Context: an optimization exercise on an open-source flow, tuned for small area, a short achievable clock period and few clock cycles. The choices shown serve that exercise and are no tape-out recipe.
Function was checked by simulation only, so behaviour that the tests miss may differ from the original.
Power is estimated from default activity; no workload was simulated.

run A:
// rgb_led_fade_blink_driver_core
module rgb_led_fade_blink_driver_core (
  input  logic        clk,
  input  logic        rst_n,
  input  logic        cfg_we,
  input  logic        cfg_wdata,    
  input  logic        in_tvalid,
  output logic        in_tready,
  input  logic [71:0] in_tdata,
  input  logic [2:0]  in_tuser,     
  output logic        out_tvalid,
  input  logic        out_tready,
  output logic [23:0] out_tdata,    
  output logic [1:0]  out_tuser     
);
clock: 7.0 ns
lec_check: 0
abc_area: 1
cap_margin: 20
core_margin: 2
core_utilization: 40
setup_slack_margin: 2.5
slew_margin: 20
run.sh (not shown) runs the stock make flow with config.mk's settings and CLKGATE_MAP_FILE= SYNTH_SCRIPT=/design/flow/synth_recipe.tcl, a recipe that flattens the netlist after the stock synthesis.
Run A: no failed stages, no open violations at the end
Testbench counts of run A, summed over its fixed seeds: cycles 31,785.
Inputs modified between run A and run B:
--- a/flow/config.mk
+++ b/flow/config.mk
@@ -10,4 +10,3 @@
 export CORE_MARGIN = 2
 export CORE_UTILIZATION = 40
-export SETUP_SLACK_MARGIN = 2.5
 export SLEW_MARGIN = 20
==> summary.txt <==
- Diff run A and run B: net load switching power lower in run B
- Area share of fa/ha/maj cells after synthesis came out exactly the same in run A and run B.
- For run B, the startpoint of the most critical setup path was total_r[1], unlike run A, where it was out_tready.
- Run A leaves more setup margin than run B.
- The lower time the worst path needs with I/O delays and setup of run A and run B is in run A.
- Relative to run A, maximum ir drop on the vdd rail has increased by 0.49% in run B.
- Between run B and run A, the die width does not differ in any meaningful way.
- Run A and run B ended up with nearly the same share of cell area taken by flip-flops and latches.
- On timing-limited maximum frequency, run B does worse than run A.
- From run B to run A, final-layout clock buffer total did not move at all.
- Diff run B..run A | largest net degree at the start of global routing | unchanged
- There was hardly any difference in worst hold slack between run B and run A.
For run C, these inputs were changed with respect to run B:
--- a/flow/config.mk
+++ b/flow/config.mk
@@ -9,4 +9,5 @@
 export CAP_MARGIN = 20
 export CORE_MARGIN = 2
-export CORE_UTILIZATION = 40
+export CORE_UTILIZATION = 55
+export SETUP_SLACK_MARGIN = 3.5
 export SLEW_MARGIN = 20
==> comparison <==
- Multi-input gate share of total cell area: run B and run C compared, higher one is run C
- Between run B and run C, the routed wire length is lower for run B.
- Looking only at maximum frequency, and setting everything else aside, the lower value of run B and run C goes to run B.
- Changes observed in run C relative to run B: met1 usage went up by 14 points, full die area went down by 14000 um^2.

========
willow:
rgb_led_fade_blink_driver_core again, from the RTL that the note above started with.
==> flow/design.v (excerpt) <==
module rgb_led_fade_blink_driver_core (
  input  logic        clk,
  input  logic        rst_n,
  input  logic        cfg_we,
  input  logic        cfg_wdata,    
  input  logic        in_tvalid,
  output logic        in_tready,
  input  logic [71:0] in_tdata,
  input  logic [2:0]  in_tuser,     
  output logic        out_tvalid,
  input  logic        out_tready,
  output logic [23:0] out_tdata,    
  output logic [1:0]  out_tuser     
);
Settings: LEC_CHECK=0, ABC_AREA=1, CAP_MARGIN=20, CORE_MARGIN=2, CORE_UTILIZATION=40, SETUP_SLACK_MARGIN=3.3, SLEW_MARGIN=20; clock period 7.0 ns.
willow completed end to end with timing, DRC and antenna clean.
Testbench counts of willow, summed over its fixed seeds: cycles 31,785.
Input-level comparison between umber and willow:
- SETUP_SLACK_MARGIN changed from 3.3 to 3.2
Every stage of the flow completed for umber, and the final layout passed the timing, DRC and antenna checks. willow → umber: total internal power went down, clock network power share went up. Of willow and umber, the higher worst clock skew belongs to willow. Between willow and umber, the highest clock rate is lower for umber. First-pass GRT wire length of umber falls short of that of willow slightly. Compared umber vs willow, and area taken by multi-input logic gates is down in umber. Compared with willow, in umber count of clock-net buffers in the final layout shows no meaningful change; final standard cell utilization of the core shrank by 1.4 points; total number of cells along the worst setup path fell 1; fraction of the mapped netlist area in simple logic gates level.
For zinc, these inputs were changed with respect to umber:
- SETUP_SLACK_MARGIN now 3.5, was 3.2
Findings:
| power share of the combinational group | zinc vs umber | 2.8 points higher |. umber ended up with out_tdata[23] as its endpoint of the most critical setup path; zinc ended up with in_tready. Going from umber to zinc, the area growth from synthesis to layout was found to have gone up by 8.4 points. Delta (zinc minus umber): area used by sequential logic in the layout held steady, sequential cell count now sits at about the same level, area of all placed cells without fillers picked up an extra 7.1%, critical path depth went up.
What maple does differently from zinc at the input level:
- a change of SETUP_SLACK_MARGIN from 3.5 to 3.7
[summary]
- Result: PASS for each of maple and zinc
- For the area growth from synthesis to layout, maple came in 7.2 points higher than zinc did.
- On clock latency of the later-clocked register in the worst-skew pair, zinc tracks maple almost exactly.
- The higher final total power came out of maple.
Edits applied to the flow inputs when going from maple to xenon:
- SETUP_SLACK_MARGIN changed from 3.7 to 3.4
==> summary.txt <==
xenon ends up with a met2 wire length that is about 4% lower than in maple. Of xenon and maple, maple shows the lower proportion of cell area occupied by multi-input gates, with xenon above it. Between xenon and maple, the sequential share of layout area is lower for maple. The via density per instance in xenon sits 0.88% below the value recorded for maple. Looking only at setup slack, and setting everything else aside, the lower value of xenon and maple goes to xenon. For the power, xenon came in 10% lower than maple did. The overall routing resource usage in xenon was lower than what maple gave. Compared with maple, the detailed router inserted fewer vias in xenon. Cmp xenon vs maple: clock share of power higher in xenon. Comparing maple against xenon, there is no change at all in maximum number of buffers from clock root to sink. Detail-routed net length per standard cell in xenon is 4.4% below maple.

========
rgb_led_fade_blink_driver_core again, from the RTL that the note above started with.
// rgb_led_fade_blink_driver_core
module rgb_led_fade_blink_driver_core (
  input  logic        clk,
  input  logic        rst_n,
  input  logic        cfg_we,
  input  logic        cfg_wdata,    
  input  logic        in_tvalid,
  output logic        in_tready,
  input  logic [71:0] in_tdata,
  input  logic [2:0]  in_tuser,     
  output logic        out_tvalid,
  input  logic        out_tready,
  output logic [23:0] out_tdata,    
  output logic [1:0]  out_tuser     
);
Settings: LEC_CHECK=0, ABC_AREA=1, CAP_MARGIN=20, CORE_MARGIN=2, CORE_UTILIZATION=40, SETUP_SLACK_MARGIN=3.1, SLEW_MARGIN=20; clock period 7.0 ns.
Testbench counts at the start, summed over its fixed seeds: cycles 31,785.
Next try:
- ABC_CLOCK_PERIOD_IN_PS: default -> 4500
- SETUP_SLACK_MARGIN: 3.1 -> default
=> Area after synthesis is unchanged; via count goes down slightly; die area does not change; maximum frequency goes down by a quarter to a third.

-- separate check: timing with driven ports --
Ports are ideal in the flow. The routed layouts listed here were re-timed in OpenROAD.
Step 1 assumes that a clkbuf_16 drives the clock port and a buf_2 every other input.
Step 2 also shifts input and output timing later by t, the mid clock arrival at the registers, as if the neighbouring blocks saw the same clock.
a / b / c = ideal / step 1 / step 2; a / b = the first two.
| run | t (ns) | slack for setup (ns) | worst slew at a driven data input, ns |
|---|---|---|---|
| run A | 0.606 | 2.574 / 2.535 / 2.114 | 0.13 |
| run B | 0.608 | 2.022 / 2.022 / 1.740 | 0.13 |
| run C | 0.603 | 3.356 / 3.332 / 2.984 | 0.09 |
| willow | 0.609 | 3.373 / 3.337 / 2.839 | 0.14 |
| umber | 0.607 | 3.301 / 3.244 / 2.814 | 0.13 |
| zinc | 0.631 | 3.390 / 3.347 / 2.861 | 0.12 |
| maple | 0.628 | 3.409 / 3.353 / 3.001 | 0.08 |
| xenon | 0.603 | 3.377 / 3.321 / 2.897 | 0.08 |
| the first run of note 3 | 0.607 | 3.210 / 3.152 / 2.679 | 0.13 |
| the second run of note 3 | 0.608 | 2.022 / 2.022 / 1.740 | 0.13 |
After both steps setup and hold are still met in every run listed. For willow, which loses most, drivers alone change the setup slack by -0.036 ns; drivers and shift together by -0.534 ns.
